This is an optimization exercise on Yosys and OpenROAD, whose aim is small area, a short achievable clock period and few clock cycles per item, not a production implementation. In this exercise RTL edits were held to simulation tests only and were not proved equivalent to the original.

==> inputs of run a <==
Design sensor_thp_compensation_top, start of the top module:
module sensor_thp_compensation_top (
	input  logic                          clk,
	input  logic                          arst_n,
	input  logic                          s_tvalid,
	output logic                          s_tready,
	input  logic [23:0]                   s_tdata,   
	input  logic [sthp_pkg::CmdW-1:0]     s_tuser,   
	output logic                          m_tvalid,
	input  logic                          m_tready,
	output logic [23:0]                   m_tdata,   
	input  logic                          cfg_valid,
	output logic                          cfg_ready,
	input  logic [sthp_pkg::CfgIdxW-1:0]  cfg_index,
	input  logic [sthp_pkg::CfgDataW-1:0] cfg_data
);
Settings: LEC_CHECK=0, ABC_AREA=1, CAP_MARGIN=40, CORE_MARGIN=2, CORE_UTILIZATION=45, PLACE_DENSITY=0.55, SLEW_MARGIN=40; clock period 20.0 ns.
run.sh (not shown) runs the stock make flow with config.mk's settings and CLKGATE_MAP_FILE= SYNTH_SCRIPT=/design/flow/synth_recipe.tcl, a recipe that flattens the netlist after the stock synthesis.
==> run b: changes against run a <==
--- a/flow/design.v
+++ b/flow/design.v
@@ -161,16 +161,16 @@
 	output logic [23:0]                   m_tdata,   
 	input  logic                          cfg_valid,
 	output logic                          cfg_ready,
 	input  logic [sthp_pkg::CfgIdxW-1:0]  cfg_index,
 	input  logic [sthp_pkg::CfgDataW-1:0] cfg_data
 );
-	localparam int DIVK  = 11;             
+	localparam int DIVK  = 16;             
 	localparam int DS    = 7;              
 	localparam int NST   = DS + DIVK + 3;  
-	localparam int CAP   = NST + 2;        
+	localparam int CAP   = NST + 3;        
 	localparam int PW    = 5;               
 	function automatic logic signed [31:0] sdiv(input logic signed [31:0] x,
 		input int unsigned k);
 		logic signed [31:0] bias;
 		bias = x[31] ? ((32'sd1 <<< k) - 32'sd1) : 32'sd0;
 		sdiv = (x + bias) >>> k;
@@ -254,17 +254,15 @@
 	sthp_benc #(.NB(16)) u_eh1  (.b(h1c),  .one(h1_o),  .two(h1_t),  .neg(h1_n));
 	sthp_benc #(.NB(19)) u_eh5  (.b(nh5c), .one(nh5_o), .two(nh5_t), .neg(nh5_n));
 	sthp_benc #(.NB(19)) u_ep6  (.b(p6c),  .one(p6_o),  .two(p6_t),  .neg(p6_n));
 	sthp_benc #(.NB(17)) u_ep1  (.b(p1c),  .one(p1_o),  .two(p1_t),  .neg(p1_n));
 	sthp_benc #(.NB(17)) u_eh2  (.b(h2c),  .one(h2_o),  .two(h2_t),  .neg(h2_n));
 	logic [7:0] p3_oq, p3_tq, p8_oq, p8_tq;
-	logic [9:0] p6_oq, p6_tq;
 	always_ff @(posedge clk) begin
 		p3_oq  <= p3_o;  p3_tq  <= p3_t;
 		p8_oq  <= p8_o;  p8_tq  <= p8_t;
-		p6_oq  <= p6_o;  p6_tq  <= p6_t;
 	end
 	logic [NST-1:0] v_q;                   
 	logic [1:0]     cmd_q [NST];           
 	logic           s_tready_q;
 	logic [PW:0]    cnt_q;                 
 	logic           acc, del;
@@ -281,28 +279,29 @@
 	logic [19:0]        raw0, raw1, raw2, raw3, raw4;
 	logic signed [16:0] s0_tb;             
 	logic signed [20:0] s1_ax, s2_ax;      
 	logic               s1_as, s2_as;
 	logic [31:0]        s2_t;              
 	logic signed [21:0] s3_ft;             
-	logic [31:0]        s3_a, s3_b, s3_c;  
+	logic [31:0]        s3_a, s3_c;        
 	logic [31:0]        s4_a, s4_b, s4_d;  
 	logic [17:0]        s4_r;              
 	logic [21:0]        s5_x;              
 	logic [31:0]        s6_m;              
+	logic               s6_s;              
 	logic [21:0]        s6_x;              
 	logic [8:0]         s6_eo, s6_et, s6_en;  
 	logic [31:0]        s7_nq;             
 	logic signed [16:0] s7_den;            
 	logic               s7_hi;
 	logic [31:0]        dv_nq  [DIVK+1];   
 	logic               dv_hi  [DIVK+1];
 	logic               dv_neg [DIVK+1];   
 	logic               dv_zero[DIVK+1];   
 	logic               dv_qn  [DIVK+1];
-	logic [31:0]        e1_m, e1_x;        
+	logic [31:0]        e1_x;              
 	logic               e1_zero;
 	logic [31:0]        e2_a, e2_b, e2_x;
 	logic               e2_zero;
 	logic               hold_v;            
 	logic [1:0]         hold_cmd;
 	logic [19:0]        hold_raw;
@@ -394,67 +393,69 @@
 	sthp_mulp #(.NA(22), .ND(10)) u_m3a (.a(o3_xa), .one(o3_ao), .two(o3_at), .neg(o3_an),
 		.c(o3_c), .d('0), .e('0), .f('0), .y(m3a));
 	sthp_mulp #(.NA(22), .ND(8))  u_m3b (.a(o3_xb), .one(o3_bo), .two(o3_bt), .neg(o3_bn),
 		.c('0),   .d('0), .e('0), .f('0), .y(m3b));
 	sthp_mulp #(.NA(22), .ND(8))  u_m3c (.a(o3_xb), .one(o3_co), .two(o3_ct), .neg(o3_cn),
 		.c('0),   .d('0), .e('0), .f('0), .y(m3c));
-	logic signed [20:0] x4a;
-	logic signed [18:0] y4a, x13;
-	logic [31:0]        m4a, m4b, c4a, d4a, e4a, f4a, d4b;
-	logic signed [31:0] s3bx, s3cx, hx1, hx2;
+	logic signed [20:0] o4_x;
+	logic [9:0]         o4_o, o4_t, o4_n;
+	logic [31:0]        o4_c, o4_d;
+	logic signed [18:0] o4_e;
+	logic [1:0]         o4_f;
+	logic signed [31:0] m3ax, m3bx, m3cx, hx1, hx2, p6_32, p3_32, s3ax, o4_e32;
 	logic               hs1, hs2;
-	logic signed [31:0] s3ax, p6_32, p3_32, t_tmp, ft3_32, x11;
+	logic [9:0]         hx2_o, hx2_t, hx2_n;
+	logic signed [18:0] x13;
+	logic [31:0]        m4a, m4b, d4b;
+	logic signed [31:0] t_tmp, ft3_32;
 	logic [17:0]        t_res;
 	always_comb begin
-		s3ax  = s3_a;
+		m3ax  = m3a;
+		m3bx  = m3b;
+		m3cx  = m3c;
 		p6_32 = p6;
 		p3_32 = p3;
-		x11   = s3ax >>> 11;
-		x13   = 19'(s3ax >>> 13);
-		d4b   = sneg(s3ax, 13) != 0 ? p3_32 : '0;
-		s3bx  = s3_b;
-		s3cx  = s3_c;
-		hx1   = s3bx >>> 10;
-		hs1   = sneg(s3bx, 10) != 0;
-		hx2   = s3cx >>> 11;
-		hs2   = sneg(s3cx, 11) != 0;
-		if (cmd_q[3] == CMD_PRESS) begin
-			x4a = x11[20:0];
-			y4a = p6;
-			c4a = {s3_b[30:0], 1'b0};
-			d4a = sneg(s3ax, 11) != 0 ? p6_32 : '0;
-			e4a = '0;
-			f4a = '0;
+		hx1   = m3bx >>> 10;
+		hs1   = sneg(m3bx, 10) != 0;
+		hx2   = m3cx >>> 11;
+		hs2   = sneg(m3cx, 11) != 0;
+	end
+	sthp_benc #(.NB(19)) u_ehx2 (.b(hx2[18:0]), .one(hx2_o), .two(hx2_t), .neg(hx2_n));
+	always_ff @(posedge clk) begin
+		if (cmd_q[2] == CMD_PRESS) begin
+			o4_x <= 21'(m3ax >>> 11);
+			o4_o <= p6_o; o4_t <= p6_t; o4_n <= p6_n;
+			o4_c <= {m3b[30:0], 1'b0};
+			o4_d <= sneg(m3ax, 11) != 0 ? p6_32 : '0;
+			o4_e <= '0;
+			o4_f <= '0;
 		end else begin
-			x4a = hx1[20:0];
-			y4a = hx2[18:0];
-			c4a = hx1 <<< 15;
-			d4a = hs2 ? hx1 : '0;
-			e4a = hs1 ? hx2 : '0;
-			f4a = {16'd0, hs1, 14'd0, hs1 & hs2};
+			o4_x <= hx1[20:0];
+			o4_o <= hx2_o; o4_t <= hx2_t; o4_n <= hx2_n;
+			o4_c <= hx1 <<< 15;
+			o4_d <= hs2 ? hx1 : '0;
+			o4_e <= hs1 ? hx2[18:0] : '0;
+			o4_f <= {hs1, hs1 & hs2};
 		end
+	end
+	always_comb begin
+		o4_e32 = o4_e;
+		s3ax   = s3_a;
+		x13    = 19'(s3ax >>> 13);
+		d4b    = sneg(s3ax, 13) != 0 ? p3_32 : '0;
 		ft3_32 = s3_ft;
 		t_tmp = sdiv(ft3_32 * 32'sd5 + 32'sd128, 8);
 		if (t_tmp < TEMP_MIN)
 			t_res = TEMP_MIN[OutW-1:0];
 		else if (t_tmp > TEMP_MAX)
 			t_res = TEMP_MAX[OutW-1:0];
 		else
 			t_res = t_tmp[OutW-1:0];
 	end
-	logic       isp4;
-	logic [9:0] hx2_o, hx2_t, hx2_n, y4a_o, y4a_t, y4a_n;
-	sthp_benc #(.NB(19)) u_ehx2 (.b(hx2[18:0]), .one(hx2_o), .two(hx2_t), .neg(hx2_n));
-	always_comb begin
-		isp4  = cmd_q[3] == CMD_PRESS;
-		y4a_o = isp4 ? p6_oq : hx2_o;
-		y4a_t = isp4 ? p6_tq : hx2_t;
-		y4a_n = isp4 ? p6_n  : hx2_n;
-	end
-	sthp_mulp #(.NA(21), .ND(10)) u_m4a (.a(x4a), .one(y4a_o), .two(y4a_t), .neg(y4a_n),
-		.c(c4a), .d(d4a), .e(e4a), .f(f4a), .y(m4a));
+	sthp_mulp #(.NA(21), .ND(10)) u_m4a (.a(o4_x), .one(o4_o), .two(o4_t), .neg(o4_n),
+		.c(o4_c), .d(o4_d), .e(o4_e32), .f({16'd0, o4_f[1], 14'd0, o4_f[0]}), .y(m4a));
 	sthp_mulp #(.NA(19), .ND(8))  u_m4b (.a(x13), .one(p3_oq), .two(p3_tq), .neg(p3_n),
 		.c('0),  .d(d4b), .e('0), .f('0), .y(m4b));
 	logic signed [31:0] p_ed, p_b, p_p0, p4_32, s4ax, s4bx, s4dx, a2x, h4x, h_e;
 	always_comb begin
 		p4_32 = p4;
 		s4ax = s4_a;
@@ -509,13 +510,13 @@
 		hbx   = signed'(s6_m) >>> 14;
 		hb7   = hbx[17:0];
 	end
 	logic [8:0] e5_o, e5_t, e5_n;
 	sthp_benc #(.NB(17)) u_ee (.b(s5_x[16:0]), .one(e5_o), .two(e5_t), .neg(e5_n));
 	sthp_mulp #(.NA(18), .ND(9)) u_m7 (.a(hb7), .one(s6_eo), .two(s6_et), .neg(s6_en), .c('0),
-		.d(sneg(s6_m, 14) != 0 ? he32 : '0), .e('0), .f('0), .y(m7));
+		.d(s6_s ? he32 : '0), .e('0), .f('0), .y(m7));
 	localparam int DIVU = (DIVK + 1) / 2;
 	logic [15:0] lrem_q [DIVU];
 	logic [31:0] lnq_q  [DIVU];
 	logic [15:0] lden_q [DIVU];
 	logic [15:0] lrem_n [DIVU];
 	logic [31:0] lnq_n  [DIVU];
@@ -560,62 +561,59 @@
 	logic [16:0] neg_m;
 	logic        neg_q;
 	always_comb begin
 		neg_m = 17'(-s7_den);
 		neg_q = (~s7_nq) < {15'd0, neg_m};
 	end
-	logic [31:0]        p_2v, q_fin, ce1, me1;
-	logic [29:0]        xe1;
-	logic signed [31:0] hsx, dvx;
-	logic               hss;
-	always_comb begin
-		q_fin = dv_neg[DIVK] ? {31'd0, dv_qn[DIVK]} : dv_nq[DIVK];
-		p_2v  = dv_hi[DIVK] ? {q_fin[30:0], 1'b0} : q_fin;
-		dvx   = dv_nq[DIVK];
-		hsx   = dvx >>> 15;
-		hss   = sneg(dvx, 15) != 0;
-		if (cmd_q[DS+DIVK] == CMD_PRESS) begin
-			xe1 = {1'b0, p_2v[31:3]};
-			ce1 = '0;
-		end else begin
-			xe1 = hsx[29:0];
-			ce1 = hss ? {hsx[30:0], 1'b1} : '0;
-		end
+	logic [31:0]        p_2v, q_div, q_fin, ce1, me1;
+	logic [29:0]        xe1_q;
+	logic               hss_q;
+	logic signed [31:0] hsx, dvx, xe1x;
+	logic               hss, islast;
+	always_comb begin
+		islast = cmd_q[DS+DIVK-1] == CMD_PRESS;
+		q_div  = lnq_n[DIVU-1];
+		q_fin  = dv_neg[DIVK-1] ? {31'd0, dv_qn[DIVK-1]} : q_div;
+		p_2v   = dv_hi[DIVK-1] ? {q_fin[30:0], 1'b0} : q_fin;
+		dvx    = dv_nq[DIVK-1];
+		hsx    = dvx >>> 15;
+		hss    = sneg(dvx, 15) != 0;
+		xe1x   = signed'(xe1_q);
+		ce1    = hss_q ? {xe1x[30:0], 1'b1} : '0;
 	end
-	sthp_sqr #(.N(30)) u_me1 (.x(xe1), .c(ce1), .y(me1));
-	logic signed [24:0] xe2b;
-	logic signed [15:0] ye2b;
+	always_ff @(posedge clk) begin
+		xe1_q <= islast ? {1'b0, p_2v[31:3]} : hsx[29:0];
+		hss_q <= !islast && hss;
+	end
+	sthp_sqr #(.N(30)) u_me1 (.x(xe1_q), .c(ce1), .y(me1));
+	logic signed [24:0] xe2b_q;
+	logic               hs7_q;
+	logic [7:0]         ye2b_o, ye2b_t, ye2b_n;
 	logic [31:0]        me2a, me2b, de2b;
 	logic signed [30:0] pe2;
-	logic signed [31:0] hd2, pc2, e1mx;
+	logic signed [31:0] me1x, hd1;
 	always_comb begin
 		pe2  = {1'b0, e1_x[31:2]};
-		pc2  = {13'd0, e1_m[31:13]};
-		e1mx = e1_m;
-		hd2  = e1mx >>> 7;
-		if (cmd_q[DS+DIVK+1] == CMD_PRESS) begin
-			xe2b = pc2[24:0];
-			ye2b = p9;
-			de2b = '0;
-		end else begin
-			xe2b = hd2[24:0];
-			ye2b = {8'd0, h1};
-			de2b = sneg(e1mx, 7) != 0 ? {24'd0, h1} : '0;
-		end
+		me1x = me1;
+		hd1  = me1x >>> 7;
+		de2b = hs7_q ? {24'd0, h1} : '0;
 	end
-	logic [7:0] ye2b_o, ye2b_t, ye2b_n;    
 	always_ff @(posedge clk) begin
 		if (cmd_q[DS+DIVK] == CMD_PRESS) begin
+			xe2b_q <= {6'd0, me1[31:13]};
+			hs7_q  <= 1'b0;
 			ye2b_o <= p9_o; ye2b_t <= p9_t; ye2b_n <= p9_n;
 		end else begin
+			xe2b_q <= hd1[24:0];
+			hs7_q  <= sneg(me1x, 7) != 0;
 			ye2b_o <= h1_o; ye2b_t <= h1_t; ye2b_n <= h1_n;
 		end
 	end
 	sthp_mulp #(.NA(31), .ND(8)) u_me2a (.a(pe2),  .one(p8_oq),  .two(p8_tq),  .neg(p8_n),
 		.c('0), .d('0),  .e('0), .f('0), .y(me2a));
-	sthp_mulp #(.NA(25), .ND(8)) u_me2b (.a(xe2b), .one(ye2b_o), .two(ye2b_t), .neg(ye2b_n),
+	sthp_mulp #(.NA(25), .ND(8)) u_me2b (.a(xe2b_q), .one(ye2b_o), .two(ye2b_t), .neg(ye2b_n),
 		.c('0), .d(de2b), .e('0), .f('0), .y(me2b));
 	logic signed [31:0] p_s3, hum, p7_32, e2ax, e2bx, e2xx;
 	logic [31:0]        p_sum;
 	logic [17:0]        res;
 	always_comb begin
 		p7_32 = p7;
@@ -656,70 +654,74 @@
 		s2_t  <= m2t;
 		s2_ax <= s1_ax;
 		s2_as <= s1_as;
 		raw3  <= raw2;
 		s3_ft <= ft_new;
 		s3_a  <= m3a;
-		s3_b  <= m3b;
 		s3_c  <= m3c;
 		raw4 <= raw3;
 		s4_a <= m4a;
 		s4_b <= m4b;
 		s4_d <= (cmd_q[3] == CMD_PRESS) ? s3_c : s3_a;
 		s4_r <= t_res;
 		s5_x  <= (cmd_q[4] == CMD_PRESS) ? p_p0[21:0] :
 		         (cmd_q[4] == CMD_HUMID) ? h_e[21:0] : {4'd0, s4_r};
 		s6_m <= m6;
+		s6_s <= sneg(m6, 14) != 0;
 		s6_x <= s5_x;
 		s6_eo <= e5_o;
 		s6_et <= e5_t;
 		s6_en <= e5_n;
 		s7_nq  <= (cmd_q[6] == CMD_PRESS) ? p_num :
 		          (cmd_q[6] == CMD_HUMID) ? m7 : {14'd0, s6_x[17:0]};
 		s7_den <= p_a3[16:0];
 		s7_hi  <= p_1v[31];
 		for (int i = 0; i < DIVK; i++) begin
 			if (i == DIVK - 1)
-				dv_nq[i+1] <= (cmd_q[DS+i] == CMD_PRESS) ? lnq_n[DIVU-1] : dv_nq[i];
+				dv_nq[i+1] <= islast ? p_2v : dv_nq[i];
 			else
 				dv_nq[i+1] <= dv_nq[i];
 			dv_hi[i+1]   <= dv_hi[i];
 			dv_neg[i+1]  <= dv_neg[i];
 			dv_zero[i+1] <= dv_zero[i];
 			dv_qn[i+1]   <= dv_qn[i];
 		end
-		e1_m    <= me1;
-		e1_x    <= (cmd_q[DS+DIVK] == CMD_PRESS) ? p_2v : dv_nq[DIVK];
+		e1_x    <= dv_nq[DIVK];
 		e1_zero <= dv_zero[DIVK];
 		e2_a    <= me2a;
 		e2_b    <= me2b;
 		e2_x    <= e1_x;
 		e2_zero <= e1_zero;
 		for (int i = 0; i < NST; i++)
 			cmd_q[i] <= (i == 0) ? in_cmd : cmd_q[i-1];
 	end
-	logic [OutW-1:0] fifo_q [CAP];
+	logic [CAP*OutW-1:0] fifo_q;           
+	logic [OutW-1:0] res_q;                
+	logic            wr_q;
 	logic [PW-1:0]   wp_q, rp_q;
 	logic [PW:0]     fcnt_q;
 	logic            m_tvalid_q;
 	logic            wr;
 	logic [PW:0]     fcnt_n, cnt_n;
 	logic [PW-1:0]   rp_n;
 	logic [OutW-1:0] out_q;                
-	assign wr     = v_q[NST-1];
+	assign wr     = wr_q;
 	assign fcnt_n = fcnt_q + (wr ? 1 : 0) - (del ? 1 : 0);
 	assign cnt_n  = cnt_q + (acc ? 1 : 0) - (del ? 1 : 0);
 	assign rp_n   = !del ? rp_q : (rp_q == PW'(CAP - 1)) ? '0 : rp_q + 1'b1;
 	always_ff @(posedge clk) begin
-		if (wr)
-			fifo_q[wp_q] <= res;
-		out_q <= (wr && wp_q == rp_n) ? res : fifo_q[rp_n];
+		res_q <= res;
+		for (int i = 0; i < CAP; i++)
+			if (wr && wp_q == PW'(i))
+				fifo_q[i*OutW +: OutW] <= res_q;
+		out_q <= (wr && wp_q == rp_n) ? res_q : fifo_q[rp_n*OutW +: OutW];
 	end
 	always_ff @(posedge clk or negedge arst_n) begin
 		if (!arst_n) begin
 			v_q        <= '0;
+			wr_q       <= 1'b0;
 			hold_v     <= 1'b0;
 			hold_cmd   <= '0;
 			hold_raw   <= '0;
 			pa_q       <= -21'sd64000;
 			pqx_q      <= -19'sd16000;
 			pqs_q      <= 1'b0;
@@ -729,12 +731,13 @@
 			fcnt_q     <= '0;
 			wp_q       <= '0;
 			rp_q       <= '0;
 			m_tvalid_q <= 1'b0;
 		end else begin
 			v_q <= {v_q[NST-2:0], issue};
+			wr_q <= v_q[NST-1];
 			hold_v <= cand && clash;
 			if (!hold_v) begin
 				hold_cmd <= s_tuser;
 				hold_raw <= s_tdata[RawW-1:0];
 			end
 			if (ft_we) begin
- CAP_MARGIN: 40 -> 60
- CTS_CLUSTER_SIZE: unset -> 30
- SLEW_MARGIN: 40 -> 70
==> summary of the runs <==
In run a the critical path depth is higher than in run b, by 5. Of run b and run a, run b has the higher design area (gap about 9%, measured against run a). Against run a, the first-iteration DRC count of run b is lower by about 2.6%. Against run a, the register-to-register slack of run b is higher by 1.3 ns. Global-route usage: run a is higher than run b (2.0 points). Routed wire length is about the same in run b and run a.
==> figures <==
quantity	run b	run a
Count of buffer and inverter cells on the critical path	1	6
Met2 routing resource usage after global routing	44.89%	46.68%
Register area	72,980 µm²	60,100 µm²
Time the final worst path needs with I/O delays and setup	7.782 ns	9.040 ns
Share of the final layout cell area in multi-input gates	55.81%	59.28%
Number of flip-flops under the largest register name	522	414
First-pass GRT wire length	1155 mm	1138 mm
Top fanout value on the critical path	16	25
DIE AREA	537,900 µm²	502,700 µm²
Worst Clk Skew	0.1340 ns	0.09273 ns
Synthesized instance count	28,250	26,950
Result of the run	complete, no violations	complete, no violations
Top-count cell post-synth	sky130_fd_sc_hd__inv_1	sky130_fd_sc_hd__nand2_1
Cell area after layout	263,300 µm²	242,500 µm²
Testbench counts of run a, summed over its fixed seeds: cycles 3,392, items 3,200.
Testbench counts of run b, summed over its fixed seeds: cycles 3,440, items 3,200.

-- port drivers added, routing unchanged --
In the flow no input, the clock included, has a driving cell. The finished layouts below were timed again as built, in two steps.
Step 1, drivers: a clkbuf_16 drives clk and a buf_2 each remaining input, both assumed.
Step 2 times the ports against the registers' clock, not the clock port: input delays grow and output delays shrink by t, the midpoint of the rising clock arrivals with the driver on.
a / b / c = ideal / step 1 / step 2; a / b = the first two.
run | shift t [ns] | setup slack, ns | worst setup path at the end | latest minus earliest clock arrival (ns) | cell pins on the clock port's net
run a | 1.074 | 10.960 / 10.960 / 10.960 | register to register | 0.100 / 0.100 | 1
run b | 1.109 | 12.218 / 12.218 / 11.827 | input to register | 0.148 / 0.148 | 1
After both steps every run listed still meets setup and hold. For run b, which loses most, drivers alone change the setup slack by 0.000 ns; drivers and shift together by -0.391 ns.
